From an optimization exercise on the open Yosys and OpenROAD flow, aimed at small area, a short achievable clock period and few clock cycles per item; shortcuts taken in it are not production practice. At most, simulation tests tie the RTL to the original design; equivalence was not proved.

==> flow/design.v (excerpt) <==
module fan_speed_controller_top (
    input  logic        i_clk,
    input  logic        i_rst_n,
    input  logic        psel,
    input  logic        penable,
    input  logic        pwrite,
    input  logic [4:0]  paddr,
    input  logic [31:0] pwdata,
    output logic [31:0] prdata,
    output logic        pready,
    input  logic        i_s_tvalid,
    output logic        o_s_tready,
    input  logic [23:0] i_s_tdata,
    output logic        o_m_tvalid,
    input  logic        i_m_tready,
    output logic [39:0] o_m_tdata
);
    logic signed [18:0] r_on_temp, r_off_temp, r_high_temp;
    logic [11:0]        r_min_fan, r_kick_fan, r_max_fan;
    logic [7:0]         r_up_db, r_down_db;
    logic [2:0] reg_idx;
    logic       cfg_wr;
    assign pready  = 1'b1;
    assign reg_idx = paddr[4:2];
    assign cfg_wr  = psel & penable & pwrite;
    always_ff @(posedge i_clk) begin
        if (!i_rst_n) begin
            r_on_temp   <= 19'sd65000;
            r_off_temp  <= 19'sd60000;
            r_high_temp <= 19'sd80000;
            r_min_fan   <= 12'd150;
            r_kick_fan  <= 12'd200;
            r_max_fan   <= 12'd480;
  ...
clock: 10.0 ns
lec_check: 0
abc_area: 1
cap_margin: 20
core_margin: 2
core_utilization: 40
setup_slack_margin: 4.8
slew_margin: 20
standard.sh (not shown) runs the stock make flow with config.mk's settings and CLKGATE_MAP_FILE= SYNTH_SCRIPT=/design/flow/synth_recipe.tcl, a recipe that flattens the netlist after the stock synthesis.
==> flow/flow/run.sh <==
#!/bin/bash
# Standard synthesis, then an inverter-pushing pass over the full adders of
# the mapped netlist (flow/invpush.py), then the standard layout from there,
# with plain buffers (not delay buffers) as the port buffers and no dummy
# loads in the clock tree.
set -e
set -o pipefail
cp standard.sh standard_sh_copy.log
bash standard.sh synth > synth_run.log 2>&1
RES=$(dirname "$(find orfs/results -name 1_2_yosys.v | head -1)")
cp "$RES/1_2_yosys.v" 1_2_yosys_standard.v.log
python3 flow/invpush.py 1_2_yosys_standard.v.log 1500 > invpush_out.v 2> invpush.log
cp invpush_out.v "$RES/1_2_yosys.v"
rm -f "$RES/1_synth.odb" "$RES/1_synth.sdc"
sed 's/"\${@:-finish}"/"BUFFER_PORTS_ARGS=-buffer_cell sky130_fd_sc_hd__buf_2" "CTS_ARGS=-sink_clustering_enable -repair_clock_nets -dont_use_dummy_load" "${@:-finish}"/' standard.sh > standard_ports.sh
cp standard_ports.sh standard_ports_sh_copy.log
bash standard_ports.sh finish > finish_run.log 2>&1
Other scripts of this flow, unchanged in this note and not shown: flow/flow/invpush.py
Then changed:
--- a/flow/flow/run.sh
+++ b/flow/flow/run.sh
@@ -3,4 +3,3 @@
 # the mapped netlist (flow/invpush.py), then the standard layout from there,
-# with plain buffers (not delay buffers) as the port buffers and no dummy
-# loads in the clock tree.
+# with plain buffers (not delay buffers) as the port buffers.
 set -e
@@ -14,3 +13,3 @@
 rm -f "$RES/1_synth.odb" "$RES/1_synth.sdc"
-sed 's/"\${@:-finish}"/"BUFFER_PORTS_ARGS=-buffer_cell sky130_fd_sc_hd__buf_2" "CTS_ARGS=-sink_clustering_enable -repair_clock_nets -dont_use_dummy_load" "${@:-finish}"/' standard.sh > standard_ports.sh
+sed 's/"\${@:-finish}"/"BUFFER_PORTS_ARGS=-buffer_cell sky130_fd_sc_hd__buf_2" "${@:-finish}"/' standard.sh > standard_ports.sh
 cp standard_ports.sh standard_ports_sh_copy.log
Synthesized cell count drops by 0.34%.
Die area stays flat.
Non-clock buffer count drops by 24.
Worst setup slack is better by 9.1 ps.
Via count hardly moves.
Routed wire length drops by 0.99%.
Final area hardly moves.
Critical path depth drops by 13.
Function was not checked in any run of this note: the RTL went through the layout flow alone.

* * *

fan_speed_controller_top, a different RTL version from the one above (not shown whole).
For scale: about 6400 cells after synthesis, roughly 560 flip-flops, ~140 I/O pins.
export LEC_CHECK = 0
export ABC_AREA = 1
export CAP_MARGIN = 20
export CORE_MARGIN = 2
export CORE_UTILIZATION = 40
export SETUP_SLACK_MARGIN = 5
export SLEW_MARGIN = 20
create_clock -name core_clock -period 10.0 [get_ports {i_clk}]
run.sh (not shown) runs the stock make flow with config.mk's settings and CLKGATE_MAP_FILE= SYNTH_SCRIPT=/design/flow/synth_recipe.tcl, a recipe that flattens the netlist after the stock synthesis.
Stock flow here: none of the scripts above is used.
The first run finished with timing, DRC and antenna clean.
Testbench counts at the start, summed over its fixed seeds: cycles 13,664, items 12,800.
Then changed:
--- a/flow/config.mk
+++ b/flow/config.mk
@@ -8 +7,0 @@
-export ABC_AREA = 1
The changed run produced a clean layout.
Synthesized area fell by a few percent.
Final cell count fell by about a fifth.
Clock skew barely changes.

* * *

fan_speed_controller_top again, from the RTL that the note above started with.
clock: 10.0 ns
lec_check: 0
abc_area: 1
cap_margin: 20
core_margin: 2
core_utilization: 40
setup_slack_margin: 4.8
slew_margin: 20
standard.sh (not shown) runs the stock make flow with config.mk's settings and CLKGATE_MAP_FILE= SYNTH_SCRIPT=/design/flow/synth_recipe.tcl, a recipe that flattens the netlist after the stock synthesis.
==> flow/flow/run.sh <==
#!/bin/bash
# Standard synthesis, then an inverter-pushing pass over the full adders of
# the mapped netlist (flow/invpush.py), then the standard layout from there.
set -e
set -o pipefail
cp standard.sh standard_sh_copy.log
bash standard.sh synth > synth_run.log 2>&1
RES=$(dirname "$(find orfs/results -name 1_2_yosys.v | head -1)")
cp "$RES/1_2_yosys.v" 1_2_yosys_standard.v.log
python3 flow/invpush.py 1_2_yosys_standard.v.log 1500 > invpush_out.v 2> invpush.log
cp invpush_out.v "$RES/1_2_yosys.v"
rm -f "$RES/1_synth.odb" "$RES/1_synth.sdc"
bash standard.sh finish > finish_run.log 2>&1
Other scripts of this flow, unchanged in this note and not shown: flow/flow/invpush.py
The starting point ran to the end with no violations.
Testbench counts at the start, summed over its fixed seeds: cycles 13,664, items 12,800.
Then changed:
--- a/flow/flow/run.sh
+++ b/flow/flow/run.sh
@@ -2,3 +2,4 @@
 # Standard synthesis, then an inverter-pushing pass over the full adders of
-# the mapped netlist (flow/invpush.py), then the standard layout from there.
+# the mapped netlist (flow/invpush.py), then the standard layout from there,
+# with plain buffers (not delay buffers) as the port buffers.
 set -e
@@ -12,2 +13,4 @@
 rm -f "$RES/1_synth.odb" "$RES/1_synth.sdc"
-bash standard.sh finish > finish_run.log 2>&1
+sed 's/"\${@:-finish}"/"BUFFER_PORTS_ARGS=-buffer_cell sky130_fd_sc_hd__buf_2" "${@:-finish}"/' standard.sh > standard_ports.sh
+cp standard_ports.sh standard_ports_sh_copy.log
+bash standard_ports.sh finish > finish_run.log 2>&1
Worst hold slack loses 0.028 ns.
Via count barely changes.

## re-timing with driven ports
The results above use ideal ports. As a check the final layouts listed here were re-extracted and re-timed, cells and wires unchanged.
Step 1 assumes that a clkbuf_16 drives the clock port and a buf_2 every other input.
Step 2 adds t to the input delays and takes it off the output delays; t is the mean of the earliest and latest rising clock arrival at the registers after step 1. Input paths then give back, and output paths get back, about the clock's delay inside the block.
Slacks: ideal / step 1 / step 2; pairs: ideal / step 1.
run	t (ns)	slack for setup (ns)	worst hold slack (ns)	worst setup path after step 2	worst data-port slew with drivers (ns)
the first run of note 1	0.684	4.912 / 4.912 / 4.912	0.379 / 0.379 / 0.379	register to register	0.14
the second run of note 1	0.702	4.921 / 4.921 / 4.921	0.409 / 0.409 / 0.409	register to register	0.16
the first run of note 2	0.711	4.868 / 4.868 / 4.712	0.413 / 0.413 / 0.413	input to register	0.14
the second run of note 2	0.706	3.962 / 3.962 / 3.962	0.397 / 0.397 / 0.397	register to register	0.20
the first run of note 3	0.712	4.878 / 4.855 / 4.589	0.417 / 0.417 / 0.417	input to register	0.13
the second run of note 3	0.712	4.899 / 4.899 / 4.899	0.388 / 0.388 / 0.388	register to register	0.15
After both steps every run listed still meets setup and hold. For the first run of note 3, which loses most, drivers alone change the setup slack by -0.023 ns; drivers and shift together by -0.289 ns.
